What follows belongs to an exercise in optimizing a design on an open flow for small area, a short achievable clock period and few clock cycles; a production flow would make more cautious choices.
RTL that was checked went through simulation tests only; none was proved equivalent to the original.
No functional check of the RTL was part of runs 4 to 6.
Power and IR drop assume default switching activity.

--- flow/standard.sh ---
#!/bin/bash
# synth_recipe.tcl (not shown) runs the flow's synth.tcl, then flattens the netlist and writes it again
# the make line also repeats each setting of config.mk as NAME=value (left out here)
make -C /OpenROAD-flow-scripts/flow DESIGN_CONFIG=/design/flow/config.mk WORK_HOME=/design/flow/orfs CLKGATE_MAP_FILE= SYNTH_SCRIPT=/design/flow/synth_recipe.tcl "${@:-finish}"
--- flow/design.v ---
package fcrla_pkg;
	localparam int MAX_SAMPLES = 4096;
	localparam int SAMPLE_BITS = 16;
	localparam int LANES    = 4;
	localparam int AVG_W    = 16;
	localparam int COUNT_W  = 13;
	localparam int TIME_W   = 32;
	localparam int IVAL_W   = 16;
	localparam int TALLY_W  = $clog2(MAX_SAMPLES + 1);          
	localparam int TRIPLE_W = TALLY_W + 1;                      
	localparam int SUM_W    = SAMPLE_BITS + $clog2(MAX_SAMPLES);  
	localparam int REM_W    = SUM_W - AVG_W;                    
	localparam int STEPS    = AVG_W / 2;                        
	localparam int CNT_W    = $clog2(STEPS);
	localparam int IN_W     = 104;
	localparam int OUT_W    = 80;
	localparam logic [IVAL_W-1:0] EMIT_INTERVAL_RESET = IVAL_W'(1000);
endpackage
module fcrla_lane (
	input  logic                              clk,
	input  logic                              acc_zero,  
	input  logic                              add,
	input  logic [fcrla_pkg::SAMPLE_BITS-1:0] sample,
	input  logic                              follow,    
	input  logic                              step,
	input  logic [fcrla_pkg::TALLY_W-1:0]     d1,        
	input  logic [fcrla_pkg::TRIPLE_W-1:0]    d3,        
	output logic [fcrla_pkg::AVG_W-1:0]       avg
);
	localparam int SW = fcrla_pkg::SUM_W;
	localparam int RW = fcrla_pkg::REM_W;
	localparam int AW = fcrla_pkg::AVG_W;
	logic [SW-1:0]   acc_q;
	logic [AW:0]     lo_sum;
	logic [SW-AW-1:0] hi_inc;
	logic [SW-1:0]   acc_sum;
	logic [SW-1:0]   acc_d;
	logic [SW-1:0]   div_q;
	logic [RW+1:0]   r4;
	logic [RW+2:0]   s1, s2, s3;
	logic [RW-1:0]   rem;
	logic [1:0]      qd;
	assign lo_sum  = {1'b0, acc_q[AW-1:0]} + {1'b0, sample};
	assign hi_inc  = acc_q[SW-1:AW] + (SW-AW)'(1);
	assign acc_sum = {lo_sum[AW] ? hi_inc : acc_q[SW-1:AW], lo_sum[AW-1:0]};
	always_comb begin
		unique case ({acc_zero, add})
			2'b00: acc_d = acc_q;
			2'b01: acc_d = acc_sum;
			2'b10: acc_d = '0;
			2'b11: acc_d = SW'(sample);
		endcase
	end
	always_ff @(posedge clk) begin
		acc_q <= acc_d;
	end
	assign r4 = div_q[SW-1:AW-2];
	assign s1 = {1'b0, r4} - (RW+3)'(d1);
	assign s2 = {1'b0, r4} - (RW+3)'({d1, 1'b0});
	assign s3 = {1'b0, r4} - (RW+3)'(d3);
	always_comb begin
		if (!s3[RW+2]) begin
			qd  = 2'd3;
			rem = s3[RW-1:0];
		end else if (!s2[RW+2]) begin
			qd  = 2'd2;
			rem = s2[RW-1:0];
		end else if (!s1[RW+2]) begin
			qd  = 2'd1;
			rem = s1[RW-1:0];
		end else begin
			qd  = 2'd0;
			rem = r4[RW-1:0];
		end
	end
	always_ff @(posedge clk) begin
		if (follow) begin
			div_q <= acc_d;
		end else if (step) begin
			div_q <= {rem, div_q[AW-3:0], qd};
		end
	end
	assign avg = div_q[AW-1:0];
endmodule
module four_channel_rate_limited_averager_top (
	input  logic                          clk,
	input  logic                          arst_n,
	input  logic                          s_tvalid,
	output logic                          s_tready,
	input  logic [fcrla_pkg::IN_W-1:0]    s_tdata,
	input  logic [1:0]                    s_tuser,
	output logic                          m_tvalid,
	input  logic                          m_tready,
	output logic [fcrla_pkg::OUT_W-1:0]   m_tdata,
	input  logic                          cfg_we,
	input  logic [fcrla_pkg::IVAL_W-1:0]  cfg_data
);
	localparam int TW = fcrla_pkg::TALLY_W;
	localparam int XW = fcrla_pkg::TRIPLE_W;
	localparam int HW = fcrla_pkg::TIME_W / 2;
	logic [fcrla_pkg::IVAL_W-1:0] ival_q;
	logic                         cfgd_q;    
	logic                         stream_q;
	logic [2*HW-1:0]              last_q;
	logic [HW:0]                  end_q;     
	logic [2*HW-1:0]              cand_last_q;  
	logic [HW:0]                  cand_end_q;   
	logic                         take_last_q;  
	logic                         take_end_q;   
	logic [2*HW-1:0]              last_v;
	logic [HW:0]                  end_v;
	logic [TW-1:0]                tally_q;
	logic [XW-1:0]                triple_q;  
	logic                         ready_q;
	logic                         pend_q;    
	logic                         busy_q;    
	logic                         valid_q;   
	logic [fcrla_pkg::CNT_W-1:0]  cnt_q;
	logic [TW-1:0]                count_q;   
	logic [XW-1:0]                count3_q;
	logic                         accept;
	logic                         start;
	logic                         smp;
	logic [HW-1:0]                now_lo, now_hi, last_hi1;
	logic                         borrow;
	logic                         lt_end;
	logic                         in_window;
	logic                         hi_zero;
	logic                         emit;
	logic                         div_free;
	logic                         load;
	logic                         zero;
	logic                         add;
	logic                         done;
	logic                         busy_d, valid_d, pend_d, free_d;
	logic [TW-1:0]                tally_d, tally_inc;
	logic [XW-1:0]                triple_d, triple_inc;
	logic [HW-1:0]                cand_hi1, kept_hi1;
	logic                         cmd_smp, smp_ok;
	logic [HW:0]                  end_sum;
	logic [fcrla_pkg::AVG_W-1:0]  avg [fcrla_pkg::LANES];
	assign now_lo   = s_tdata[1 +: HW];
	assign now_hi   = s_tdata[1 + HW +: HW];
	assign div_free = !busy_q && !valid_q;
	assign load     = pend_q && div_free;
	assign s_tready = ready_q;
	assign accept   = s_tvalid && ready_q;
	assign cmd_smp  = s_tvalid && (s_tuser == 2'd0) && s_tdata[0];
	assign smp_ok   = ready_q && stream_q;
	assign start    = s_tvalid && (s_tuser == 2'd1) && ready_q;
	assign smp      = cmd_smp && smp_ok;
	assign zero     = load || start;
	assign add      = cmd_smp && smp_ok && (load || !tally_q[TW-1]);
	assign tally_inc  = tally_q + TW'(1);
	assign triple_inc = triple_q + XW'(3);
	assign tally_d    = zero ? TW'(add) : (add ? tally_inc : tally_q);
	assign triple_d   = zero ? (add ? XW'(3) : '0) : (add ? triple_inc : triple_q);
	assign last_v    = take_last_q ? cand_last_q : last_q;
	assign end_v     = take_end_q ? cand_end_q : end_q;
	assign last_hi1  = take_last_q ? cand_hi1 : kept_hi1;
	assign cand_hi1  = cand_last_q[2*HW-1:HW] + HW'(1);
	assign kept_hi1  = last_q[2*HW-1:HW] + HW'(1);
	assign borrow    = now_lo < last_v[HW-1:0];
	assign lt_end    = now_lo < end_v[HW-1:0];
	assign in_window = end_v[HW] ? (!borrow || lt_end) : (!borrow && lt_end);
	assign hi_zero   = borrow ? (now_hi == last_hi1) : (now_hi == last_v[2*HW-1:HW]);
	assign emit      = smp && hi_zero && in_window ? 1'b0 : smp;
	assign end_sum  = (cfgd_q ? {1'b0, last_v[HW-1:0]} : {1'b0, now_lo}) + (HW+1)'(ival_q);
	assign done    = busy_q && cnt_q == fcrla_pkg::CNT_W'(fcrla_pkg::STEPS - 1);
	assign busy_d  = load || (busy_q && !done);
	assign valid_d = done || (valid_q && !m_tready);
	assign free_d  = !busy_d && !valid_d;
	assign pend_d  = emit || (pend_q && !div_free);
	genvar g;
	generate
		for (g = 0; g < fcrla_pkg::LANES; g++) begin : g_lane
			fcrla_lane u_lane (
				.clk      (clk),
				.acc_zero (zero),
				.add      (add),
				.sample   (s_tdata[33 + 16*g +: fcrla_pkg::SAMPLE_BITS]),
				.follow   (free_d),
				.step     (load || busy_q),
				.d1       (count_q),
				.d3       (count3_q),
				.avg      (avg[g])
			);
		end
	endgenerate
	always_ff @(posedge clk) begin
		tally_q  <= tally_d;
		triple_q <= triple_d;
		if (free_d) begin
			count_q  <= tally_d;
			count3_q <= triple_d;
		end
		if (load) begin
			cnt_q <= fcrla_pkg::CNT_W'(1);
		end else if (busy_q) begin
			cnt_q <= cnt_q + fcrla_pkg::CNT_W'(1);
		end
	end
	always_ff @(posedge clk or negedge arst_n) begin
		if (!arst_n) begin
			ival_q <= fcrla_pkg::EMIT_INTERVAL_RESET;
			cfgd_q <= 1'b0;
		end else begin
			cfgd_q <= cfg_we;
			if (cfg_we) begin
				ival_q <= cfg_data;
			end
		end
	end
	always_ff @(posedge clk or negedge arst_n) begin
		if (!arst_n) begin
			stream_q <= 1'b0;
		end else if (accept && s_tuser == 2'd1) begin
			stream_q <= 1'b1;
		end else if (accept && s_tuser == 2'd2) begin
			stream_q <= 1'b0;
		end
	end
	always_ff @(posedge clk) begin
		cand_last_q <= {now_hi, now_lo};
		cand_end_q  <= end_sum;
	end
	always_ff @(posedge clk or negedge arst_n) begin
		if (!arst_n) begin
			last_q      <= '0;
			end_q       <= (HW+1)'(fcrla_pkg::EMIT_INTERVAL_RESET);
			take_last_q <= 1'b0;
			take_end_q  <= 1'b0;
		end else begin
			last_q      <= last_v;
			end_q       <= end_v;
			take_last_q <= emit;
			take_end_q  <= emit || cfgd_q;
		end
	end
	always_ff @(posedge clk or negedge arst_n) begin
		if (!arst_n) begin
			ready_q <= 1'b1;
			pend_q  <= 1'b0;
			busy_q  <= 1'b0;
			valid_q <= 1'b0;
		end else begin
			ready_q <= !cfg_we && !(pend_d && !free_d);
			pend_q  <= pend_d;
			busy_q  <= busy_d;
			valid_q <= valid_d;
		end
	end
	assign m_tvalid = valid_q;
	assign m_tdata  = {3'b000, count_q, avg[3], avg[2], avg[1], avg[0]};
endmodule
--- flow/flow/run.sh ---
#!/bin/bash
# The standard layout (the standard.sh: standard synthesis, floorplan, placement, CTS,
# routing), except that the port buffers placement inserts are plain buffers
# (sky130_fd_sc_hd__buf_1) instead of the delay cell ORFS picks by default. Every input and
# output port still gets its own buffer; resizing may upsize it later.
set -euo pipefail
export BUFFER_PORTS_ARGS="-buffer_cell sky130_fd_sc_hd__buf_1"
bash standard.sh finish > standard.log 2>&1
--- flow/config.mk ---
export PLATFORM = sky130hd
export DESIGN_NAME = four_channel_rate_limited_averager_top
export DESIGN_NICKNAME = four_channel_rate_limited_averager_top
export VERILOG_FILES = /design/flow/design.v
export SDC_FILE = /design/flow/constraint.sdc
export NUM_CORES = 4
export LEC_CHECK = 0
export ABC_AREA = 1
export CAP_MARGIN = 20
export CORE_MARGIN = 2
export CORE_UTILIZATION = 40
export CTS_CLUSTER_DIAMETER = 100
export CTS_CLUSTER_SIZE = 24
export SETUP_SLACK_MARGIN = 2.65
export SLEW_MARGIN = 20
--- flow/constraint.sdc ---
create_clock -name core_clock -period 5.5 [get_ports {clk}]
set_input_delay 1.1000 -clock core_clock [delete_from_list [all_inputs] [get_ports {clk}]]
set_output_delay 1.1000 -clock core_clock [all_outputs]
set_load 0.01 [all_outputs]
==> metrics.md, run 1 <==
| Metric | Value |
|---|---|
| Outcome | `no timing/DRC/antenna violations` |
| RR Startpoint | `take_last_q$_DFF_PN0_` |
| Startpoint types | `input pin` |
| Leak Pwr | `15.3 nW` |
| Hold Crit Class | `in2async` |
| CTS buffer count | `24` |
| Worst-skew pair later-pin latency | `just over 600 ps` |
| Max Cap Viol | `0` |
| Sequential area share after synthesis | `0.354` |
| F_max | `0.328 GHz` |
| IO buf count | `approximately 200` |
| Finished Layout Cells | `about 5000` |
| Max Root-Sink Buffers | `3` |
| WP data arrival | `about 3400 ps` |
| Die ar. | `0.0715 mm^2` |
| Post-layout power | `23.2 mW` |
| Worst hold slack | `roughly 430 ps` |
| Unrepaired setup endpoints after global routing | `true` |
| Fillers | `6636` |
| Area contributors post-synth | `edfxtp_1 15%, dfxtp_1 14%, ha_1 13%` |
| Clk root buf | `clkbuf_16` |
| Largest net degree at the start of global routing | `146` |
| Placed insts | `4617` |
| Period utilization | `0.554` |
| Core box area | `between 0.06 and 0.07 mm^2` |
| Starting DRC count in detailed routing | `1654` |
| Largest area contributor in the netlist | `edfxtp_1` |
| DR vias/cell | `5.22` |
| CP endpoint kind | `flop` |
| Io pins | `between 200 and 250` |
| Asr flop ratio synth | `0.181` |
| Bufs and invs on worst path | `5` |
| Final ANT Viol Nets | `0` |
| CP max FO | `7` |
| Setup TNS | `0 ps` |
| Reg2Reg Depth | `20` |
| Post-synth top area share | `0.150` |
| Minimum clock period | `3050 ps` |
| Fin nets | `4400` |
| Synthesized flop and latch total | `403` |
| First-pass GRT wire length | `130000 um` |
| Worst path top cell family by delay | `simple AND/OR/NAND/NOR gates` |
| Num Clock Sinks | `403` |
| Worst slew pin tran | `about 840 ps` |
| WP data required | `a little under 6000 ps` |
| Clock Skew | `38.0 ps` |
| VDD IR-drop max | `0.373 mV` |
| Number of antenna violations at the first check in global routing | `4` |
| Initial Utilization | `0.404` |
| Total wire length | `86300 um` |
| DRT Pass-1 Iters | `5` |
| Area occupied by multi-input gates | `about 0.018 mm^2` |
| Warnings from Yosys | `3` |
| Worst path depth | `20` |
| Crit path cell chain | `buf_8, ha_4, fa_2, nand2_2, nand3_2, o21a_1, inv_2, nor2_4, nor2_2, o21ai_2, nand3_2, nand2_4, buf_12, nand2_8, buf_2, buf_4, nor3_2, nor2_2, nand2_1, nand2_1` |
| Max Slew Vio Count | `0` |
| Synth Instances | `around 3600` |
| Critical Path Sink | `g_lane[1].u_lane.div_q[22]$_DFFE_PP_` |
| EDFF count, synth | `139` |
| Final Hold Fails | `0` |
| Most frequent cells in the layout | `838 x nand2_1, 347 x inv_1, 257 x a21oi_1` |
| R2r endpoint | `take_end_q$_DFF_PN0_` |
| Area grow syn2layout | `26.0%` |
| Vias | `25739` |
| Die W | `roughly 270 um` |
| Vias in the first global route | `around 24000` |
| Primary FF master, synth | `dfxtp_1` |
| Commonest non-fill, non-tap cell in the layout | `nand2_1` |
| Rows | `96` |
| Avg Cell Area, Syn | `7.66 um^2` |
| Cell area after synthesis | `around 0.028 mm^2` |
| Pwr Density | `662 mW/mm^2` |
| Layout cell share with drive strength beyond 1 | `0.210` |
| Post-route DRC | `0` |
| Flop2flop setup slack | `2470 ps` |
| Gr ovfl total | `0` |
| Crit Path Class | `in2reg` |
| DR WL/cell | `17.5 um` |
| Post-DP HPWL | `57000 um` |
| Htree depth | `1` |
| Vert. Die Dim | `267 um` |
| Sequential Area | `0.00984 mm^2` |
| Final setup vio count | `0` |
| Clk slew on worst S/H paths | `~100 ps` |
| CP peak stage delay | `220 ps` |
| Worst rel slew slack | `0.441` |
| Critical path's slowest cell | `fa_2` |
| Placer Congestion | `just under 0.9` |
| Total track usage | `0.230` |
| Utilization after layout | `0.509` |
| Synth cell types | `58` |
| Crit. Startpoint | `s_tdata[49]` |
| TritonCTS clock tree | `built` |
[cells in the mapped netlist, types with 7 or more instances]
master	n
o21bai_1	14
o21a_1	8
nand3b_1	7
buf_1	8
nand2_2	7
nand4_1	15
nor2_1	172
o211ai_1	53
xor2_1	80
fa_1	17
a21o_1	14
dfstp_2	13
dfxtp_1	191
mux2_2	15
a21boi_0	8
xnor2_1	57
nor3_1	81
dfrtp_1	60
or2_2	41
inv_1	387
o21ai_1	7
buf_2	18
o21ai_0	310
ha_1	279
o31ai_1	11
nand3_1	183
a21oi_1	317
clkbuf_1	63
nand2_1	895
edfxtp_1	139
buf_4	69
a31oi_1	16
nor4_1	8
[cell type report]
type                       count  share of cell area
clock buffer                  33              0.0187
timing repair inverter         5             0.00150
antenna                        2            0.000143
tap                          931              0.0333
clock inverter                11             0.00415
inverter                     394              0.0467
timing repair buffer         459              0.0953
sequential                   403               0.281
multi-input combinational   2690               0.519
[registers in the layout (all words and copies together) (netlist names)]
register             cells
triple_q                14
cfgd_q                   1
cnt_q                    3
ready_q                  1
tally_q                 13
take_end_q               1
take_last_q              1
ival_q                  16
last_q                  32
g_lane.u_lane.acc_q    112
end_q                   17
busy_q                   1
pend_q                   1
count3_q                14
valid_q                  1
stream_q                 1
cand_last_q             32
cand_end_q              17
count_q                 13
g_lane.u_lane.div_q    112
[cells by family after synthesis]
logic type | Yosys count | synth area share
XOR/XNOR | 137 | 0.0432
AND/OR/NAND/NOR | 1426 | 0.215
AO/OA/AOI/OAI | 795 | 0.159
flip-flops | 403 | 0.354
multiplexers | 15 | 0.00608
other | 1 | 0.000135
adder cells (fa/ha/maj) | 296 | 0.138
buffers and inverters | 553 | 0.0852
[how the worst min path moves through the flow]
stage	cells past startpoint	startpoint	endpoint	slack, ps
floorplan	1	tally_q[11]$_DFF_P_	tally_q[11]$_DFF_P_	440
global placement	2	cand_last_q[31]$_DFF_P_	last_q[31]$_DFF_PN0_	450
detailed placement	2	cand_last_q[31]$_DFF_P_	last_q[31]$_DFF_PN0_	460
CTS	1	arst_n	last_q[27]$_DFF_PN0_	420
global route	1	arst_n	last_q[7]$_DFF_PN0_	430
finish	1	arst_n	last_q[27]$_DFF_PN0_	430
[power breakdown]
| group | total, mW | internal, mW | switching [mW] |
|---|---|---|---|
| Sequential | 4.78 | 4.18 | 0.602 |
| Clock | 2.08 | 0.894 | 1.19 |
| Combinational | 16.3 | 6.80 | 9.52 |
[metal layers]
layer | GRT usage | part of all wire | vias up
met1 | 0.316 | 0.46 | 12100
met2 | 0.385 | 0.47 | 573
met3 | 0.0209 | 0.042 | 130
met5 | 0 | 0.00045 | -
li1 | - | - | 12930
met4 | 0.0654 | 0.030 | 6
[timing repair]
item / 4_1_cts / 5_1_grt
endpoints found under the setup margin: 272 / 120
buffers inserted: 140 / 97
hold buffers: 0 / 0
pin swaps: 111 / 178
gates cloned: 21 / 7
resized for setup: 284 / 364
[per-stage QoR]
stage	instance area, um^2	setup slack (ps)
4_1_cts	32700	2530
2_1_floorplan	28300	2390
6_report	35000	2450
3_3_place_gp	29400	1400
3_5_place_dp	29400	1330
5_1_grt	35000	2330
Testbench counts, summed over its fixed seeds: cycles 15,879.
==> inputs of run 2 (changes only) <==
--- a/flow/config.mk
+++ b/flow/config.mk
@@ -8,3 +8,3 @@
 export ABC_AREA = 1
-export CAP_MARGIN = 20
+export CAP_MARGIN = 5
 export CORE_MARGIN = 2
@@ -13,3 +13,3 @@
 export CTS_CLUSTER_SIZE = 24
-export SETUP_SLACK_MARGIN = 2.65
-export SLEW_MARGIN = 20
+export SETUP_SLACK_MARGIN = 2.5
+export SLEW_MARGIN = 5
==> run 2 against run 1 <==
Compared with the run above: first-iteration DRC count decreased by 16%; clock-buffer cell count grew 2; sequential power fell by 0.8%; sequential share of layout area is 2.2 points higher; still clean; synthesized cell count unchanged; design area fell by 7.2%; synthesized area stayed put; flip-flop and latch count is the same.
==> metrics.md, run 2 <==
| Metric | Value |
|---|---|
| Biggest regs | `g_lane.u_lane.acc_q x112, g_lane.u_lane.div_q x112` |
| Warnings from Yosys | `3 (unchanged)` |
| DR vias/cell | `5.12 (-1.9%)` |
| Setup TNS | `0 ps (unchanged)` |
| Post-synthesis adder-cell area fraction | `0.138 (unchanged)` |
| Vias in the first global route | `22456 (-5.1%)` |
| Main combinational cell family by area after synthesis | `simple AND/OR/NAND/NOR gates` |
| DRT Pass-1 Iters | `8 (+3)` |
| Fillers | `6895 (+3.9%)` |
| Cell area after synthesis | `0.0278 mm^2 (unchanged)` |
| Max Root-Sink Buffers | `3 (unchanged)` |
| Mux share of post-synthesis cell area | `0.00608 (unchanged)` |
| Sequential area share after synthesis | `0.354 (unchanged)` |
| First-pass GRT wire length | `120000 um (-7.5%)` |
| Synthesized flop and latch total | `403 (unchanged)` |
| Die W | `267 um (unchanged)` |
| Synth top cells by count | `895 x nand2_1, 387 x inv_1, 317 x a21oi_1` |
| Primary FF master, synth | `dfxtp_1` |
| Starting DRC count in detailed routing | `1392 (-16%)` |
| Final ANT Viol Nets | `0 (unchanged)` |
| Finished Layout Cells | `4813 (-2.3%)` |
| Placed insts | `4620 (+0.065%)` |
| Hold Crit Class | `in2async` |
| Final worst slack | `2520 ps (+66.7 ps)` |
| Synth Instances | `3626 (unchanged)` |
| Startpoint types | `flop` |
| Clk slew on worst S/H paths | `90 ps (about the same)` |
| Asr flop ratio synth | `0.181 (unchanged)` |
| WP data required | `5810 ps (-50 ps)` |
| Largest area contributor in the netlist | `edfxtp_1` |
| Most frequent cells in the layout | `859 x nand2_1, 358 x inv_1, 287 x a21oi_1` |
| Utilization after layout | `0.473 (-0.0365)` |
| F_max | `0.336 GHz (+2.2%)` |
| Worst slew pin tran | `831 ps (-7.59 ps)` |
| Outcome | `no timing/DRC/antenna violations` |
| Num Clock Sinks | `403 (unchanged)` |
| Max Slew Vio Count | `0 (unchanged)` |
| Minimum clock period | `2980 ps (-66.7 ps)` |
| VDD IR-drop max | `0.315 mV (-16%)` |
| Switch share | `0.490 (+0.00177)` |
| CTS buffer count | `21 (-13%)` |
| Post-DP HPWL | `55500 um (-2.7%)` |
| Synth Area in XOR/XNOR | `0.0432 (unchanged)` |
| Simple-gate share of the synthesized area | `0.215 (unchanged)` |
| Post-route DRC | `0 (unchanged)` |
| Layout cell share with drive strength beyond 1 | `0.144 (-0.0661)` |
| Total wire length | `78400 um (-9.2%)` |
| Io pins | `209 (unchanged)` |
| Crit Path Class | `reg2reg` |
| CP max FO | `5 (-2)` |
| WP data arrival | `3290 ps (-110 ps)` |
| Worst hold slack | `408 ps (-23.0 ps)` |
| Combinational share of power | `0.689 (-0.015)` |
| Period utilization | `0.542 (-0.0121)` |
| Clk pwr share | `0.086 (-0.004)` |
| Die ar. | `0.0715 mm^2 (unchanged)` |
| Final Hold Fails | `0 (unchanged)` |
| Clock Skew | `29.3 ps (-8.72 ps)` |
| Post-synth top area share | `0.150 (unchanged)` |
| Sw Pwr | `10.3 mW (-8.8%)` |
| TritonCTS clock tree | `built` |
| IO buf count | `198 (unchanged)` |
| Number of antenna violations at the first check in global routing | `9 (+5)` |
| Area contributors post-synth | `edfxtp_1 15%, dfxtp_1 14%, ha_1 13%` |
| Design internal power | `10.7 mW (-9.4%)` |
| Vert. Die Dim | `267 um (unchanged)` |
| Clk root buf | `clkbuf_16` |
| DR WL/cell | `16.3 um (-7.0%)` |
| Sequential share of power | `0.225 (+0.019)` |
| Largest net degree at the start of global routing | `147 (+0.68%)` |
| EDFF count, synth | `139 (unchanged)` |
| Gr ovfl total | `0 (unchanged)` |
| Commonest non-fill, non-tap cell in the layout | `nand2_1` |
| Initial Utilization | `0.404 (unchanged)` |
| Worst-skew pair later-pin latency | `580 ps (-40 ps)` |
| Max Cap Viol | `0 (unchanged)` |
| Unrepaired setup endpoints after global routing | `true` |
| Placer Congestion | `0.862 (-0.53%)` |
| Vias | `24657 (-4.2%)` |
| Avg Cell Area, Syn | `7.66 um^2 (unchanged)` |
| Synth cell types | `58 (unchanged)` |
| Leak Pwr | `14.4 nW (-5.6%)` |
| Top-count cell post-synth | `nand2_1` |
| Htree depth | `1 (unchanged)` |
| Rows | `96 (unchanged)` |
| Worst rel slew slack | `0.446 (+0.00506)` |
| Final setup vio count | `0 (unchanged)` |
| Area grow syn2layout | `17.0%` |
| Total track usage | `0.209 (-0.0208)` |
| Placement Setup Slack | `1510 ps (+176 ps)` |
| Compound-Gate Fraction of Synth Area | `0.159 (unchanged)` |
| Pwr Density | `648 mW/mm^2 (-2.1%)` |
| Core box area | `0.0687 mm^2 (unchanged)` |
| CP endpoint kind | `flop` |
| Fin nets | `4286 (-2.6%)` |
run 2: cell count changes in the layout (fill, tap and decap cells not counted), sizes merged:
cell,change
buf,-97
clkinvlp,-7
nand2,-5
clkinv,-3
nand3,-3
clkbuf,-2
diode,+2
run 2: power groups by stage:
stage	Clock, mW	Combinational, mW	Sequential, mW
after floorplan	0	9.32	4.61
after global placement	0	11.7	4.79
after detailed placement	0	11.8	4.79
after CTS	1.87	12.7	4.70
after global routing	1.96	16.3	4.84
final	1.81	14.5	4.74
run 2: through the flow:
step                area, um^2  power [mW]
finish                   32500        21.1
global route             32500        23.1
CTS                      30700        19.3
detailed placement       29300        16.6
global placement         29300        16.5
floorplan                28100        13.9
run 2: path summary, 6_finish.rpt:
kind                                                     from                                   end  slack (ps)  cells after the start
setup / recovery                         count_q[0]$_DFFE_PP_  g_lane[0].u_lane.div_q[27]$_DFFE_PP_        2520                     22
hold / removal                                         arst_n                ival_q[10]$_DFFE_PN0P_         410                      1
setup reg to reg                         count_q[0]$_DFFE_PP_  g_lane[0].u_lane.div_q[27]$_DFFE_PP_        2520                     22
hold reg to reg            g_lane[3].u_lane.acc_q[27]$_DFF_P_    g_lane[3].u_lane.acc_q[27]$_DFF_P_         480                      2
max in group asynchronous                              arst_n                  take_end_q$_DFF_PN0_        4050                      2
min in group core_clock    g_lane[3].u_lane.acc_q[27]$_DFF_P_    g_lane[3].u_lane.acc_q[27]$_DFF_P_         480                      2
run 2: layer usage:
layer / vias up / GRT usage / part of all wire
li1: 12663 / - / -
met1: 11420 / 0.293 / 0.47
met2: 478 / 0.345 / 0.46
met3: 84 / 0.0259 / 0.045
met4: 12 / 0.0439 / 0.020
met5: - / 0 / 0.0010
run 2: kinds of logic after synthesis:
| group | Yosys count |
|---|---|
| adder cells (fa/ha/maj) | 296 |
| buffers and inverters | 553 |
| AND/OR/NAND/NOR | 1426 |
| AO/OA/AOI/OAI | 795 |
| flip-flops | 403 |
| multiplexers | 15 |
| other | 1 |
| XOR/XNOR | 137 |
run 2: worst max-delay path, cell delays in order, from the launching register on:
cell and delay, ps:
edfxtp_1 390, buf_6 160, buf_6 120, buf_6 120, ha_4 150, fa_2 360
nor2_4 130, o21ai_1 80, nand2_1 90, nand3_1 70, nand2_1 90, nand3_1 70
nand2_1 90, nand2_1 70, nand2_1 100, a21oi_2 70, or2_4 220, nand3_2 60
nand2_2 50, nand2_1 60, nand2_1 50, nand2_1 50, nand2_1 60
run 2: timing repair:
| action | in CTS | in global routing |
|---|---|---|
| hold buffers | 0 | 0 |
| setup endpoints to repair | 190 | 184 |
| buffers inserted | 55 | 79 |
| gates cloned | 7 | 10 |
| gates resized for setup | 115 | 269 |
| pin swaps | 21 | 88 |
run 2: cell type report:
type / instances / area, um^2 / area share
Clock inverter: 3 / 36.3 / 0.00112
Inverter: 394 / 1580 / 0.0486
Tap cell: 931 / 1160 / 0.0359
Sequential cell: 403 / 9840 / 0.303
Clock buffer: 35 / 588 / 0.0181
Timing Repair inverter: 3 / 16.3 / 0.000501
Antenna cell: 4 / 10.0 / 0.000308
Multi-Input combinational cell: 2682 / 17000 / 0.524
Timing Repair Buffer: 358 / 2240 / 0.0689
==> inputs of run 3 (changes only) <==
--- a/flow/config.mk
+++ b/flow/config.mk
@@ -8,8 +8,9 @@
 export ABC_AREA = 1
-export CAP_MARGIN = 5
+export CAP_MARGIN = 20
 export CORE_MARGIN = 2
-export CORE_UTILIZATION = 40
+export CORE_UTILIZATION = 55
 export CTS_CLUSTER_DIAMETER = 100
 export CTS_CLUSTER_SIZE = 24
+export PLACE_DENSITY = 0.75
 export SETUP_SLACK_MARGIN = 2.5
-export SLEW_MARGIN = 5
+export SLEW_MARGIN = 20
==> run 3 against run 2 <==
Compared with the run above: still clean on timing, DRC and antenna; synthesized cell count is the same; maximum frequency shrank 2.4%; sequential power is essentially flat; largest power group unchanged.
==> metrics.md, run 3 <==
| Metric | Value |
|---|---|
| Outcome | `no timing/DRC/antenna violations` |
| Starting DRC count in detailed routing | `2050 (+47%)` |
| Setup TNS | `0 ps (unchanged)` |
| Minimum clock period | `3050 ps (+74.4 ps)` |
| Period utilization | `0.555 (+0.0135)` |
| Hold Crit Class | `reg2reg` |
| Post-DP HPWL | `52000 um (-6.3%)` |
| Top-count cell post-synth | `nand2_1` |
| Synth cell types | `58 (unchanged)` |
| Total track usage | `0.272 (+0.0627)` |
| Max Cap Viol | `0 (unchanged)` |
| WHS Path Cells | `2` |
| EDFF count, synth | `139 (unchanged)` |
| Rows | `82 (-15%)` |
| Core box area | `0.0500 mm^2 (-27%)` |
| Number of antenna violations at the first check in global routing | `10 (+1)` |
| WP data arrival | `3500 ps (+210 ps)` |
| Cell area after synthesis | `0.0278 mm^2 (unchanged)` |
| Largest area contributor in the netlist | `edfxtp_1` |
| Total wire length | `77300 um (-1.4%)` |
| Crit Path Class | `reg2reg` |
| F_max | `0.327 GHz (-2.4%)` |
| Gr ovfl total | `0 (unchanged)` |
| DRT Pass-1 Iters | `5 (-3)` |
| Unrepaired setup endpoints after global routing | `true` |
| First-pass GRT wire length | `117000 um (-2.9%)` |
| Crit. Startpoint | `count3_q[0]$_DFFE_PP_` |
| Synth Instances | `3626 (unchanged)` |
| Vias | `25743 (+4.4%)` |
| IO buf count | `198 (unchanged)` |
| Placement Setup Slack | `1520 ps (+13.8 ps)` |
| CTS buffer count | `21 (unchanged)` |
| R2r endpoint | `g_lane[1].u_lane.div_q[17]$_DFFE_PP_` |
| Layout cell share with drive strength beyond 1 | `0.144 (+0.000474)` |
| Commonest non-fill, non-tap cell in the layout | `nand2_1` |
| Post-synth top area share | `0.150 (unchanged)` |
| DR vias/cell | `5.63 (+10%)` |
| Sequential area share after synthesis | `0.354 (unchanged)` |
| Post-route DRC | `0 (unchanged)` |
| Worst slew pin tran | `946 ps (+116 ps)` |
| Io pins | `209 (unchanged)` |
| Vias in the first global route | `22905 (+2.0%)` |
| Pwr Density | `675 mW/mm^2 (+4.2%)` |
| Hold endpoint | `g_lane[3].u_lane.acc_q[27]$_DFF_P_` |
| Final ANT Viol Nets | `0 (unchanged)` |
| DR WL/cell | `16.9 um (+3.9%)` |
| Worst rel slew slack | `0.369 (-0.0772)` |
| Reg2Reg Depth | `17 (-23%)` |
| Flop2flop setup slack | `2450 ps (-70 ps)` |
| Synth top cells by count | `895 x nand2_1, 387 x inv_1, 317 x a21oi_1` |
| CP max FO | `6 (+1)` |
| Hold_sp | `g_lane[3].u_lane.acc_q[27]$_DFF_P_` |
| Final worst slack | `2450 ps (-74.4 ps)` |
| Area grow syn2layout | `15.7%` |
| Clk root buf | `clkbuf_16` |
| Biggest regs | `g_lane.u_lane.acc_q x112, g_lane.u_lane.div_q x112` |
| TritonCTS clock tree | `built` |
| Die ar. | `0.0523 mm^2 (-27%)` |
| Startpoint types | `flop` |
| CP peak stage delay | `480 ps (+90 ps)` |
| Asr flop ratio synth | `0.181 (unchanged)` |
| Area contributors post-synth | `edfxtp_1 15%, dfxtp_1 14%, ha_1 13%` |
| Most frequent cells in the layout | `849 x nand2_1, 362 x inv_1, 287 x a21oi_1` |
| Final Hold Fails | `0 (unchanged)` |
| Clock Skew | `17.4 ps (-11.9 ps)` |
| Largest net degree at the start of global routing | `147 (unchanged)` |
| Die W | `229 um (-14%)` |
| Placer Congestion | `0.898 (+4.2%)` |
| CP endpoint kind | `flop` |
| Leak Pwr | `14.4 nW (-0.39%)` |
| Warnings from Yosys | `3 (unchanged)` |
| WP data required | `5950 ps (+140 ps)` |
| Worst-skew pair later-pin latency | `570 ps (about the same)` |
| Synthesized flop and latch total | `403 (unchanged)` |
| Max Slew Vio Count | `0 (unchanged)` |
| RR Startpoint | `count3_q[0]$_DFFE_PP_` |
| Final setup vio count | `0 (unchanged)` |
| VDD IR-drop max | `0.448 mV (+42%)` |
| Clk slew on worst S/H paths | `110 ps (+20 ps)` |
| Initial Utilization | `0.556 (+0.152)` |
| Crit path cell chain | `buf_6, buf_6, ha_4, fa_2, inv_2, nand3_2, nand2_2, a21oi_2, o21ai_2, nand3_2, nand2_4, clkinvlp_4, buf_8, buf_6, o211ai_1, nand3_1, nand2_1` |
| Most used cell, CP | `buf_6` |
| Htree depth | `1 (unchanged)` |
| Primary FF master, synth | `dfxtp_1` |
| Max Root-Sink Buffers | `3 (unchanged)` |
| Vert. Die Dim | `229 um (-14%)` |
| Critical path's slowest cell | `edfxtp_1` |
| Avg Cell Area, Syn | `7.66 um^2 (unchanged)` |
| Fin nets | `4301 (+0.35%)` |
| Num Clock Sinks | `403 (unchanged)` |
run 3: what timing repair did:
action,in CTS,in global routing
pin swaps,19,90
resized for setup,103,271
endpoints found under the setup margin,255,220
hold buffers,0,0
cloned,7,8
buffers inserted,44,112
run 3: logic make-up (layout without fill, tap and decap cells):
logic type / Yosys count / count (layout) / synth area share
flip-flops: 403 / 403 / 0.354
adder cells (fa/ha/maj): 296 / 296 / 0.138
AO/OA/AOI/OAI: 795 / 795 / 0.159
XOR/XNOR: 137 / 137 / 0.0432
multiplexers: 15 / 15 / 0.00608
buffers and inverters: 553 / 806 / 0.0852
AND/OR/NAND/NOR: 1426 / 1438 / 0.215
other: 1 / 7 / 0.000135
run 3: worst max-delay path: cells and delay by family, from the launching register on:
family	cells	cell delay (ps)
buffers and inverters	6	820
DFF	1	480
AOI/OAI and AO/OA	3	410
adders and majority gates	2	530
and+or+nand+nor	6	680
run 3: layout make-up:
type | count | area, um^2
Clock inverter | 3 | 41.3
Antenna cell | 4 | 10.0
Clock buffer | 35 | 598
Timing Repair Buffer | 373 | 2320
Multi-Input combinational cell | 2684 | 16900
Inverter | 394 | 1570
Sequential cell | 403 | 9840
Timing Repair inverter | 1 | 5.00
Fill cell | 4166 | 17800
Tap cell | 672 | 841
run 3: how the worst max path moves through the flow:
stage / cells past startpoint / slack (ps) / end
floorplan: 18 / 2390 / g_lane[1].u_lane.div_q[18]$_DFFE_PP_
global placement: 17 / 1590 / g_lane[0].u_lane.div_q[18]$_DFFE_PP_
detailed placement: 11 / 1520 / g_lane[0].u_lane.div_q[26]$_DFFE_PP_
CTS: 18 / 2430 / g_lane[1].u_lane.div_q[26]$_DFFE_PP_
global route: 20 / 2290 / ready_q$_DFF_PN1_
finish: 17 / 2450 / g_lane[1].u_lane.div_q[17]$_DFFE_PP_
run 3: metrics by stage:
| step | total power, mW | utilization | instances | hold slack (ps) | cell area, um^2 |
|---|---|---|---|---|---|
| 4_1_cts | 19.1 | 0.606 | 4445 | 475 | 30300 |
| 6_report | 21.7 | 0.643 | 4569 | 472 | 32100 |
| 5_1_grt | 23.5 | 0.643 | 4568 | 516 | 32100 |
| 3_5_place_dp | 16.4 | 0.578 | 4356 | 459 | 28900 |
| 2_1_floorplan | 13.9 | - | 3628 | 439 | 28100 |
| 3_3_place_gp | 16.2 | 0.578 | 4356 | 456 | 28900 |
run 3: metal layers:
| metal | GRT usage | routed length [um] | part of all wire |
|---|---|---|---|
| met2 | 0.438 | 34600 | 0.45 |
| met4 | 0.0876 | 2700 | 0.035 |
| met5 | 0 | 73 | 0.00094 |
| met1 | 0.379 | 34300 | 0.44 |
| met3 | 0.0354 | 5660 | 0.073 |
run 3: report_power, final:
group          leakage [nW]  switching, mW  total, mW  internal [mW]
Clock                 0.306           1.05       1.82          0.768
Sequential             3.99          0.538       4.71           4.17
Combinational          10.1           9.12       15.2           6.05
==> inputs of run 4 (changes only) <==
--- a/flow/design.v
+++ b/flow/design.v
@@ -120,2 +120,4 @@
 	logic [XW-1:0]                count3_q;
+	logic [TW-1:0]                count_n_q;
+	logic [XW-1:0]                count3_n_q;
 	logic                         accept;
@@ -183,4 +185,4 @@
 				.step     (load || busy_q),
-				.d1       (count_q),
-				.d3       (count3_q),
+				.d1       (g < 2 ? count_q : ~count_n_q),
+				.d3       (g < 2 ? count3_q : ~count3_n_q),
 				.avg      (avg[g])
@@ -193,4 +195,6 @@
 		if (free_d) begin
-			count_q  <= tally_d;
-			count3_q <= triple_d;
+			count_q    <= tally_d;
+			count3_q   <= triple_d;
+			count_n_q  <= ~tally_d;
+			count3_n_q <= ~triple_d;
 		end
--- a/flow/config.mk
+++ b/flow/config.mk
@@ -10,7 +10,6 @@
 export CORE_MARGIN = 2
-export CORE_UTILIZATION = 55
+export CORE_UTILIZATION = 40
 export CTS_CLUSTER_DIAMETER = 100
 export CTS_CLUSTER_SIZE = 24
-export PLACE_DENSITY = 0.75
-export SETUP_SLACK_MARGIN = 2.5
+export SETUP_SLACK_MARGIN = 2.2
 export SLEW_MARGIN = 20
==> run 4 against run 3 <==
Compared with the run above: utilization shrank 20 points; sequential share of layout area grew 2.8 points; largest cell class unchanged; die area grew 42%; largest power group unchanged; sequential power grew 12%.
==> metrics.md, run 4 <==
| Metric | Value |
|---|---|
| Die ar. | `0.0743 mm^2 (+42%)` |
| Commonest non-fill, non-tap cell in the layout | `nand2_1` |
| EDFF count, synth | `166 (+19%)` |
| Worst-skew pair later-pin latency | `610 ps (+40 ps)` |
| Die W | `273 um (+19%)` |
| Biggest regs | `g_lane.u_lane.acc_q x112, g_lane.u_lane.div_q x112` |
| IO buf count | `198 (unchanged)` |
| CTS buffer count | `25 (+19%)` |
| Post-DP HPWL | `57700 um (+11%)` |
| Synth Instances | `3655 (+0.80%)` |
| CP max FO | `32 (+26)` |
| Minimum clock period | `3210 ps (+157 ps)` |
| Area grow syn2layout | `10.6%` |
| Utilization after layout | `0.446 (-0.197)` |
| Worst rel slew slack | `0.337 (-0.0318)` |
| Num Clock Sinks | `430 (+6.7%)` |
| CP endpoint kind | `flop` |
| Layout cell share with drive strength beyond 1 | `0.0862 (-0.0579)` |
| Pwr Density | `600 mW/mm^2 (-11%)` |
| Rows | `98 (+20%)` |
| Worst slew pin tran | `994 ps (+47.7 ps)` |
| F_max | `0.311 GHz (-4.9%)` |
| Clk slew on worst S/H paths | `100 ps (about the same)` |
| WP data arrival | `3740 ps (+240 ps)` |
| Number of antenna violations at the first check in global routing | `9 (-1)` |
| DRT Pass-1 Iters | `5 (unchanged)` |
| First-pass GRT wire length | `124000 um (+6.4%)` |
| Total wire length | `78700 um (+1.9%)` |
| Placer Congestion | `0.877 (-2.4%)` |
| Io pins | `209 (unchanged)` |
| Fin nets | `4234 (-1.6%)` |
| Warnings from Yosys | `3 (unchanged)` |
| Post-synth top area share | `0.173 (+0.0224)` |
| Outcome | `no timing/DRC/antenna violations` |
| Final instance area | `0.0319 mm^2 (-0.71%)` |
| Period utilization | `0.584 (+0.0286)` |
| Fillers | `7269 (+74%)` |
| Vert. Die Dim | `273 um (+19%)` |
| Final setup vio count | `0 (unchanged)` |
| Post-layout power | `19.1 mW (-12%)` |
| Starting DRC count in detailed routing | `1565 (-24%)` |
| Setup TNS | `0 ps (unchanged)` |
| Placement Setup Slack | `1160 ps (-361 ps)` |
| Placed insts | `4671 (+7.2%)` |
| Hold_buf cts | `0 (unchanged)` |
| Vias in the first global route | `22926 (+0.092%)` |
| Worst hold slack | `361 ps (-110 ps)` |
| Startpoint types | `flop` |
| TritonCTS clock tree | `built` |
| Synthesized flop and latch total | `430 (+6.7%)` |
| WP data required | `6030 ps (+80 ps)` |
| Post-route DRC | `0 (unchanged)` |
| Synth top cells by count | `819 x nand2_1, 422 x inv_1, 290 x a21oi_1` |
| Primary FF master, synth | `dfxtp_1` |
| VDD IR-drop max | `0.442 mV (-1.2%)` |
| Total track usage | `0.206 (-0.0654)` |
| Vias | `24575 (-4.5%)` |
| Post-DP Area | `0.0301 mm^2 (+4.3%)` |
| Leak Pwr | `14.1 nW (-1.7%)` |
| Most frequent cells in the layout | `799 x nand2_1, 412 x inv_1, 283 x a21oi_1` |
| Area contributors post-synth | `edfxtp_1 17%, dfxtp_1 13%, ha_1 12%` |
| Sequential area share after synthesis | `0.369 (+0.0146)` |
| Clock Skew | `27.9 ps (+10.6 ps)` |
| Initial Utilization | `0.404 (-0.152)` |
| Final ANT Viol Nets | `0 (unchanged)` |
| Final worst slack | `2290 ps (-157 ps)` |
| Largest area contributor in the netlist | `edfxtp_1` |
| DR vias/cell | `5.14 (-8.8%)` |
| Flop2flop setup slack | `2290 ps (-160 ps)` |
| Largest net degree at the start of global routing | `182 (+24%)` |
| Finished Layout Cells | `4784 (+4.7%)` |
| Core box area | `0.0715 mm^2 (+43%)` |
| Hold Crit Class | `in2async` |
| DR WL/cell | `16.5 um (-2.7%)` |
| Max Slew Vio Count | `0 (unchanged)` |
| Asr flop ratio synth | `0.170 (-0.0114)` |
| Top-count cell post-synth | `nand2_1` |
| Final Hold Fails | `0 (unchanged)` |
| Max Cap Viol | `0 (unchanged)` |
| Synth cell types | `64 (+10%)` |
| Max Root-Sink Buffers | `3 (unchanged)` |
| Avg Cell Area, Syn | `7.90 um^2 (+3.1%)` |
| Unrepaired setup endpoints after global routing | `true` |
| Gr ovfl total | `0 (unchanged)` |
| Clk root buf | `clkbuf_16` |
| Crit Path Class | `reg2reg` |
| Htree depth | `1 (unchanged)` |
| Cell area after synthesis | `0.0289 mm^2 (+3.9%)` |
run 4: changes by cell type after synthesis, sizes merged, moves of 9 or more:
| cell | before | now |
|---|---|---|
| o21bai | 14 | 23 |
| nor3 | 81 | 66 |
| nand4 | 15 | 25 |
| or2 | 41 | 53 |
| xor2 | 80 | 89 |
| nor2 | 176 | 192 |
| nand2 | 902 | 836 |
| a21oi | 318 | 292 |
| a31oi | 16 | 44 |
| inv | 392 | 427 |
| o21ai | 319 | 297 |
| nand3 | 183 | 195 |
| a22o | 6 | 23 |
| edfxtp | 139 | 166 |
run 4: final cells by class:
cell class | count | area [um^2] | share of cell area
diodes | 5 | 12.5 | 0.000392
clock buffers | 35 | 673 | 0.0211
clock inverters | 10 | 145 | 0.00455
inverters | 432 | 1670 | 0.0522
multi-input cells | 2645 | 16100 | 0.506
flip-flops and latches | 430 | 10700 | 0.334
well taps | 950 | 1190 | 0.0373
repair buffers | 273 | 1410 | 0.0443
repair inverters | 4 | 22.5 | 0.000706
run 4: power by group:
group / total, mW / switching (mW) / internal, mW
combinational: 11.7 / 7.26 / 4.43
sequential: 5.28 / 0.674 / 4.61
clock: 2.17 / 1.22 / 0.950
run 4: timing repair:
item	4_1_cts	5_1_grt
endpoints found under the setup margin	234	110
resized for setup	48	91
gates cloned	3	6
pin swaps	3	17
setup buffers	10	44
run 4: kinds of logic (layout without fill, tap and decap cells):
kind of cell / after synthesis / after routing / share of synthesized area
and+or+nand+nor: 1392 / 1396 / 0.206
adders and majority gates: 296 / 296 / 0.133
buffers and inverters: 586 / 754 / 0.0864
DFF: 430 / 430 / 0.369
muxes: 16 / 16 / 0.00624
AOI/OAI and AO/OA: 790 / 790 / 0.156
other: 1 / 8 / 0.000130
xor gates and xnor gates: 144 / 144 / 0.0437
run 4: layer usage:
metal  track usage  vias up  routed length (um)
li1              -    12630                   -
met1         0.301    11369               38800
met2         0.321      486               34000
met3        0.0312       80                4300
met4        0.0466       10                1560
met5             0        -                  66
run 4: final timing paths:
check	from	end	cells after the start
max in group asynchronous	arst_n	take_last_q$_DFF_PN0_	2
max reg2reg	take_last_q$_DFF_PN0_	ready_q$_DFF_PN1_	18
min in group core_clock	g_lane[3].u_lane.acc_q[27]$_DFF_P_	g_lane[3].u_lane.acc_q[27]$_DFF_P_	1
min reg2reg	g_lane[3].u_lane.acc_q[27]$_DFF_P_	g_lane[3].u_lane.acc_q[27]$_DFF_P_	1
min	arst_n	last_q[0]$_DFF_PN0_	1
max	take_last_q$_DFF_PN0_	ready_q$_DFF_PN1_	18
run 4: critical path, stage by stage (launching register included):
cell,delay [ps]
dfrtp_2,470
inv_8,120
or2_2,290
o21ai_1,170
ha_1,310
a21oi_1,160
o21ai_1,130
a21oi_2,250
buf_8,190
nand2_2,110
nand2_1,80
nand3_1,60
nor2_1,100
nand2_1,60
nor2_1,150
nand3_2,160
nand2_2,120
nand2_2,60
a21oi_2,160
==> inputs of run 5 (changes only) <==
--- a/flow/config.mk
+++ b/flow/config.mk
@@ -13,3 +13,3 @@
 export CTS_CLUSTER_SIZE = 24
-export SETUP_SLACK_MARGIN = 2.2
+export SETUP_SLACK_MARGIN = 2.5
 export SLEW_MARGIN = 20
==> run 5 against run 4 <==
Compared with the run above: still clean on timing, DRC and antenna; clock-buffer cell count stayed put; synthesized area stayed put; via count rose by 2.8%; sequential power about the same; power grew 6.5%; utilization up 3.0 points; routed wire length rose by 6.6%; final cell count increased by 2.0%; worst setup slack better by 140 ps; non-clock buffer count up 85; critical path depth grew 1.
==> metrics.md, run 5 <==
| Metric | Value |
|---|---|
| Warnings from Yosys | `3 (unchanged)` |
| Layout cell share with drive strength beyond 1 | `0.157 (+0.0711)` |
| Sequential area share after synthesis | `0.369 (unchanged)` |
| Vias in the first global route | `23097 (+0.75%)` |
| Worst-skew pair later-pin latency | `590 ps (-20 ps)` |
| Hold Crit Class | `in2async` |
| Synth top cells by count | `819 x nand2_1, 422 x inv_1, 290 x a21oi_1` |
| Clk slew on worst S/H paths | `110 ps (about the same)` |
| Commonest non-fill, non-tap cell in the layout | `nand2_1` |
| VDD IR-drop max | `0.361 mV (-18%)` |
| DR vias/cell | `5.18 (+0.77%)` |
| Max Cap Viol | `0 (unchanged)` |
| Most frequent cells in the layout | `769 x nand2_1, 396 x inv_1, 263 x ha_1` |
| Post-DP HPWL | `58800 um (+1.9%)` |
| Leak Pwr | `14.8 nW (+4.8%)` |
| Sequential Area | `0.0107 mm^2 (unchanged)` |
| Placed insts | `4671 (unchanged)` |
| Fin nets | `4330 (+2.3%)` |
| Post-synth top area share | `0.173 (unchanged)` |
| Total track usage | `0.213 (+0.00658)` |
| Period utilization | `0.558 (-0.0261)` |
| Minimum clock period | `3070 ps (-143 ps)` |
| Setup TNS | `0 ps (unchanged)` |
| Total wire length | `83900 um (+6.6%)` |
| WP data arrival | `3580 ps (-160 ps)` |
| Clk root buf | `clkbuf_16` |
| GR met1 Demand/Resource | `0.296 (-0.00435)` |
| Asr flop ratio synth | `0.170 (unchanged)` |
| Avg Cell Area, Syn | `7.90 um^2 (unchanged)` |
| Synthesized flop and latch total | `430 (unchanged)` |
| CP max FO | `8 (-75%)` |
| Synth Instances | `3655 (unchanged)` |
| TritonCTS clock tree | `built` |
| Area grow syn2layout | `18.0%` |
| Final setup vio count | `0 (unchanged)` |
| Initial Utilization | `0.404 (unchanged)` |
| Unrepaired setup endpoints after global routing | `true` |
| Placer Congestion | `0.865 (-1.3%)` |
| Flop2flop setup slack | `2430 ps (+140 ps)` |
| Post-route DRC | `0 (unchanged)` |
| Global route hottest layer | `met2` |
| Vert. Die Dim | `273 um (unchanged)` |
| Die W | `273 um (unchanged)` |
| Placement Setup Slack | `1300 ps (+131 ps)` |
| Core box area | `0.0715 mm^2 (unchanged)` |
| Clock Skew | `26.1 ps (-1.85 ps)` |
| First-pass GRT wire length | `127000 um (+1.9%)` |
| Fillers | `6972 (-4.1%)` |
| Reg2Reg Depth | `19 (+1)` |
| Finished Layout Cells | `4879 (+2.0%)` |
| Biggest regs | `g_lane.u_lane.acc_q x112, g_lane.u_lane.div_q x112` |
| Startpoint types | `flop` |
| Num Clock Sinks | `430 (unchanged)` |
| Vias | `25256 (+2.8%)` |
| CP endpoint kind | `flop` |
| Cell area after synthesis | `0.0289 mm^2 (unchanged)` |
| CTS buffer count | `24 (-4.0%)` |
| Met3 GRT Util | `0.0385 (+0.00729)` |
| Worst hold slack | `359 ps (-1.92 ps)` |
| Largest net degree at the start of global routing | `182 (unchanged)` |
| Max Root-Sink Buffers | `3 (unchanged)` |
| Hold_buf cts | `0 (unchanged)` |
| Post-DP Area | `0.0304 mm^2 (+0.81%)` |
| Outcome | `no timing/DRC/antenna violations` |
| EDFF count, synth | `166 (unchanged)` |
| Primary FF master, synth | `dfxtp_1` |
| Synth cell types | `64 (unchanged)` |
| Pwr Density | `598 mW/mm^2 (-0.22%)` |
| Met2 Resource Use GR | `0.341 (+0.0198)` |
| Top-count cell post-synth | `nand2_1` |
| Gr ovfl total | `0 (unchanged)` |
| Crit Path Class | `reg2reg` |
| Post-layout power | `20.4 mW (+6.5%)` |
| Max Slew Vio Count | `0 (unchanged)` |
| Starting DRC count in detailed routing | `1701 (+8.7%)` |
| Utilization after layout | `0.477 (+0.0302)` |
| F_max | `0.326 GHz (+4.7%)` |
| Area occupied by multi-input gates | `0.0174 mm^2 (+8.1%)` |
| Rows | `98 (unchanged)` |
| IO buf count | `198 (unchanged)` |
| Largest area contributor in the netlist | `edfxtp_1` |
| DR WL/cell | `17.2 um (+4.5%)` |
| Worst rel slew slack | `0.429 (+0.0919)` |
| Io pins | `209 (unchanged)` |
| Number of antenna violations at the first check in global routing | `15 (+6)` |
| Final ANT Viol Nets | `0 (unchanged)` |
| Worst slew pin tran | `856 ps (-138 ps)` |
| Die ar. | `0.0743 mm^2 (unchanged)` |
| Final worst slack | `2430 ps (+143 ps)` |
| Final Hold Fails | `0 (unchanged)` |
| Final instance area | `0.0341 mm^2 (+6.8%)` |
| DRT Pass-1 Iters | `5 (unchanged)` |
| Area contributors post-synth | `edfxtp_1 17%, dfxtp_1 13%, ha_1 12%` |
| WP data required | `6010 ps (-20 ps)` |
| Htree depth | `1 (unchanged)` |
## run 5: cells by family after synthesis
family | after synthesis | share of synthesized area
buffers and inverters | 586 | 0.0864
flip-flops | 430 | 0.369
other | 1 | 0.000130
AO/OA/AOI/OAI | 790 | 0.156
AND/OR/NAND/NOR | 1392 | 0.206
multiplexers | 16 | 0.00624
XOR/XNOR | 144 | 0.0437
adder cells (fa/ha/maj) | 296 | 0.133
## run 5: worst max-delay path, cell delays in order (launching register included)
cell	delay, ps
dfrtp_2	500
buf_12	180
buf_6	120
o21ai_4	170
ha_4	240
a21oi_2	140
nor2_1	70
a211oi_2	290
nand2_4	180
nand2_8	160
nand3_1	100
nand2_1	90
nand2_1	50
nor2_1	80
nand2_1	90
nor2_4	120
nand3_4	120
nand2_4	110
nand2_4	50
a21oi_2	130
## run 5: layer usage
layer	vias up	routed length, um
met5	-	108
met4	16	1930
met3	103	4720
met2	559	37600
met1	11726	39500
li1	12852	-
## run 5: repair_timing
action	4_1_cts	5_1_grt
setup endpoints to repair	302	184
pin swaps	17	107
cloned	9	14
setup buffers	45	91
resized for setup	121	297
## run 5: area by class of cell
cell class                 instances  share of cell area
inverter                         432              0.0502
sequential                       430               0.313
tap                              950              0.0349
multi-input combinational       2654               0.512
timing repair inverter             7             0.00162
clock inverter                     8             0.00235
clock buffer                      35              0.0207
antenna                            5            0.000367
timing repair buffer             358              0.0650
## run 5: power by group
part / switching, mW / internal (mW) / total, mW
Combinational: 7.99 / 5.03 / 13.0
Clock: 1.18 / 0.926 / 2.10
Sequential: 0.660 / 4.60 / 5.26
## run 5: worst paths after layout
check | from | to
setup / recovery | take_last_q$_DFF_PN0_ | ready_q$_DFF_PN1_
hold / removal | arst_n | last_q[22]$_DFF_PN0_
setup reg to reg | take_last_q$_DFF_PN0_ | ready_q$_DFF_PN1_
hold reg to reg | g_lane[3].u_lane.acc_q[27]$_DFF_P_ | g_lane[3].u_lane.acc_q[27]$_DFF_P_
max in group asynchronous | arst_n | take_last_q$_DFF_PN0_
min in group core_clock | g_lane[3].u_lane.acc_q[27]$_DFF_P_ | g_lane[3].u_lane.acc_q[27]$_DFF_P_
==> inputs of run 6 (changes only) <==
--- a/flow/config.mk
+++ b/flow/config.mk
@@ -13,3 +13,4 @@
 export CTS_CLUSTER_SIZE = 24
-export SETUP_SLACK_MARGIN = 2.5
+export SETUP_SLACK_MARGIN = 2.7
 export SLEW_MARGIN = 20
+export TNS_END_PERCENT = 5
==> run 6 against run 5 <==
Compared with the run above: routed wire length fell by 1.5%; first-iteration DRC count decreased by 9.5%; hold slack better by 79 ps; critical path depth shrank 1; sequential power hardly changed; global-route usage decreased by 0.072 points; final cell count increased by 0.33%; register-to-register slack lost 20 ps; via count down 0.74%; power rose by 1.2%; die area unchanged; clock power up 6%; critical path type unchanged.
==> metrics.md, run 6 <==
| Metric | Value |
|---|---|
| Outcome | `no timing/DRC/antenna violations` |
| Final ANT Viol Nets | `0 (unchanged)` |
| Synth Instances | `3655 (unchanged)` |
| Avg Cell Area, Syn | `7.90 um^2 (unchanged)` |
| Fillers | `6972 (unchanged)` |
| VDD IR-drop max | `0.420 mV (+16%)` |
| Largest area contributor in the netlist | `edfxtp_1` |
| Crit Path Class | `reg2reg` |
| Synth Area in XOR/XNOR | `0.0437 (unchanged)` |
| Placer Congestion | `0.859 (-0.73%)` |
| Sequential Area | `0.0107 mm^2 (unchanged)` |
| RR Startpoint | `take_last_q$_DFF_PN0_` |
| CTS buffer count | `26 (+8.3%)` |
| Die W | `273 um (unchanged)` |
| Max Cap Viol | `0 (unchanged)` |
| Rows | `98 (unchanged)` |
| Most frequent cells in the layout | `791 x nand2_1, 401 x inv_1, 264 x a21oi_1` |
| Post-route DRC | `0 (unchanged)` |
| Worst rel slew slack | `0.333 (-0.0962)` |
| Setup TNS | `0 ps (unchanged)` |
| F_max | `0.324 GHz (-0.62%)` |
| Simple-gate share of the synthesized area | `0.206 (unchanged)` |
| Worst slew pin tran | `1000 ps (+144 ps)` |
| EDFF count, synth | `166 (unchanged)` |
| Post-synth top area share | `0.173 (unchanged)` |
| CP endpoint kind | `flop` |
| Startpoint types | `flop` |
| Clock Skew | `36.0 ps (+9.91 ps)` |
| Number of antenna violations at the first check in global routing | `10 (-5)` |
| Compound-Gate Fraction of Synth Area | `0.156 (unchanged)` |
| Mux share of post-synthesis cell area | `0.00624 (unchanged)` |
| Starting DRC count in detailed routing | `1539 (-9.5%)` |
| Vias in the first global route | `23133 (+0.16%)` |
| Post-synthesis adder-cell area fraction | `0.133 (unchanged)` |
| Layout cell share with drive strength beyond 1 | `0.146 (-0.0110)` |
| Post-DP HPWL | `57300 um (-2.5%)` |
| Largest net degree at the start of global routing | `182 (unchanged)` |
| IO buf count | `198 (unchanged)` |
| Die ar. | `0.0743 mm^2 (unchanged)` |
| WP data arrival | `3620 ps (+40 ps)` |
| Hold_sp | `cand_last_q[31]$_DFF_P_` |
| Fin nets | `4343 (+0.30%)` |
| Period utilization | `0.561 (+0.00350)` |
| Max Root-Sink Buffers | `3 (unchanged)` |
| Num Clock Sinks | `430 (unchanged)` |
| Max Slew Vio Count | `0 (unchanged)` |
| Io pins | `209 (unchanged)` |
| Leak Pwr | `14.8 nW (about the same)` |
| Placement Setup Slack | `1550 ps (+256 ps)` |
| Final Hold Fails | `0 (unchanged)` |
| Htree depth | `1 (unchanged)` |
| Top-count cell post-synth | `nand2_1` |
| Area contributors post-synth | `edfxtp_1 17%, dfxtp_1 13%, ha_1 12%` |
| Main combinational cell family by area after synthesis | `simple AND/OR/NAND/NOR gates` |
| Minimum clock period | `3090 ps (+19.2 ps)` |
| Worst-skew pair later-pin latency | `620 ps (+30 ps)` |
| Vert. Die Dim | `273 um (unchanged)` |
| Area occupied by multi-input gates | `0.0171 mm^2 (-1.8%)` |
| Primary FF master, synth | `dfxtp_1` |
| Total wire length | `82700 um (-1.5%)` |
| Clk root buf | `clkbuf_16` |
| Cell area after synthesis | `0.0289 mm^2 (unchanged)` |
| Area grow syn2layout | `17.4%` |
| TritonCTS clock tree | `built` |
| Final worst slack | `2410 ps (-19.2 ps)` |
| First-pass GRT wire length | `127000 um (+0.55%)` |
| WP data required | `6030 ps (+20 ps)` |
| Total track usage | `0.212 (-0.000718)` |
| CP max FO | `16 (+8)` |
| Asr flop ratio synth | `0.170 (unchanged)` |
| Commonest non-fill, non-tap cell in the layout | `nand2_1` |
| Clk slew on worst S/H paths | `110 ps (about the same)` |
| Warnings from Yosys | `3 (unchanged)` |
| Biggest regs | `g_lane.u_lane.acc_q x112, g_lane.u_lane.div_q x112` |
| Synth cell types | `64 (unchanged)` |
| Unrepaired setup endpoints after global routing | `true` |
| Finished Layout Cells | `4895 (+0.33%)` |
| Hold Crit Class | `reg2reg` |
| Synthesized flop and latch total | `430 (unchanged)` |
| Synth top cells by count | `819 x nand2_1, 422 x inv_1, 290 x a21oi_1` |
| Vias | `25069 (-0.74%)` |
| DR vias/cell | `5.12 (-1.1%)` |
| Pwr Density | `609 mW/mm^2 (+1.7%)` |
| Placed insts | `4670 (-0.021%)` |
| Gr ovfl total | `0 (unchanged)` |
| Initial Utilization | `0.404 (unchanged)` |
| Core box area | `0.0715 mm^2 (unchanged)` |
| Crit. Startpoint | `take_last_q$_DFF_PN0_` |
| Final setup vio count | `0 (unchanged)` |
| DR WL/cell | `16.9 um (-1.8%)` |
| Sequential area share after synthesis | `0.369 (unchanged)` |
| DRT Pass-1 Iters | `6 (+1)` |
==> run 6: cell types whose count changed in the layout (fill, tap and decap cells not counted), sizes merged <==
cell / change
buf: +14
inv: +7
clkbuf: +5
clkinv: -4
clkinvlp: -3
nor2: -2
diode: +1
nand2: -1
nand3: -1
==> run 6: metrics by stage <==
step           cell area, um^2  total power, mW  utilization  hold slack (ps)
5_1_grt                  33900             22.4        0.474              480
4_1_cts                  32400             19.5        0.453              445
3_5_place_dp             30200             16.2        0.422              434
6_report                 33900             20.6        0.474              438
3_3_place_gp             30200             16.1        0.422              436
2_1_floorplan            29000             13.7            -              416
==> run 6: cell type report <==
type | count | share of cell area
Clock buffer | 36 | 0.0212
Timing Repair Buffer | 376 | 0.0682
Tap cell | 950 | 0.0351
Sequential cell | 430 | 0.314
Multi-Input combinational cell | 2650 | 0.505
Antenna cell | 6 | 0.000443
Timing Repair inverter | 4 | 0.000665
Clock inverter | 11 | 0.00461
Inverter | 432 | 0.0502
==> run 6: worst paths after layout <==
kind | endpoint | slack, ps | cells after the start
worst max-delay path | ready_q$_DFF_PN1_ | 2410 | 18
worst min-delay path | last_q[31]$_DFF_PN0_ | 440 | 2
worst max register to register | ready_q$_DFF_PN1_ | 2410 | 18
worst min register to register | last_q[31]$_DFF_PN0_ | 440 | 2
max in group asynchronous | take_last_q$_DFF_PN0_ | 4050 | 2
min in group asynchronous | cfgd_q$_DFF_PN0_ | 760 | 2
==> run 6: cell families (layout without fill, tap and decap cells) <==
family,after synthesis,in the layout
muxes,16,16
buffers and inverters,586,859
xor gates and xnor gates,144,144
AOI/OAI and AO/OA,790,790
adders and majority gates,296,296
other,1,9
DFF,430,430
and+or+nand+nor,1392,1401
==> run 6: critical path: stages (launching register included) <==
cell and delay, ps:
dfrtp_2 470, inv_8 90, or2_2 310, o21ai_4 90, ha_4 230, a21oi_1 130
nor2_1 60, a211oi_2 230, nand2_4 160, buf_12 170, nand2_8 110, nand4_1 80
nand2_1 100, nand3_1 90, nor2_2 150, nand3_2 170, nand2_2 140, nand2_2 60
a21oi_2 150
==> run 6: report_power, final <==
group / total [mW] / internal (mW) / switching, mW
logic: 13.1 / 5.18 / 7.97
clock network: 2.22 / 0.977 / 1.24
registers: 5.27 / 4.61 / 0.665
total: 20.6 / 10.8 / 9.87
==> run 6: routing by layer <==
metal  vias to the layer above  wire length (um)  track usage
met3                        81              4570       0.0352
li1                      12852                 -            -
met1                     11608             40900        0.312
met4                        10              1560       0.0467
met5                         -                64            0
met2                       518             35600        0.325
==> run 6: repair_timing <==
action | CTS | global route
setup buffers | 78 | 76
gates resized for setup | 174 | 217
gates cloned | 11 | 7
hold buffers | 0 | 0
setup endpoints to repair | 266 | 266
pin swaps | 56 | 68

port drivers added, routing unchanged:
The results above use ideal ports. As a check the final layouts listed here were re-extracted and re-timed, cells and wires unchanged. Step 1: set_driving_cell puts a clkbuf_16 on clk and a buf_2 on each other input, an assumption about the parent block. Step 2, shift: input delay + t, output delay - t, t = (earliest + latest rising clock arrival at the registers) / 2. This alone moves slack from input paths to output paths. Slacks: ideal ports / drivers / drivers and shift; pairs: ideal ports / drivers.
run	t, ns	slack for setup (ns)	hold slack, ns	latest minus earliest clock arrival (ns)
run 1	0.675	2.454 / 2.407 / 1.731	0.431 / 0.385 / 0.464	0.043 / 0.043
run 2	0.631	2.521 / 2.521 / 1.977	0.408 / 0.369 / 0.477	0.029 / 0.029
run 3	0.623	2.446 / 2.446 / 1.963	0.472 / 0.472 / 0.472	0.023 / 0.023
run 4	0.661	2.289 / 2.289 / 1.705	0.361 / 0.317 / 0.456	0.029 / 0.029
run 5	0.641	2.432 / 2.432 / 1.982	0.359 / 0.319 / 0.465	0.027 / 0.027
run 6	0.667	2.413 / 2.413 / 1.780	0.438 / 0.438 / 0.438	0.040 / 0.039
After both steps setup and hold are still met in every run listed. The setup slack of run 1, which loses most, moves by -0.047 ns with the drivers and by -0.723 ns with both steps.
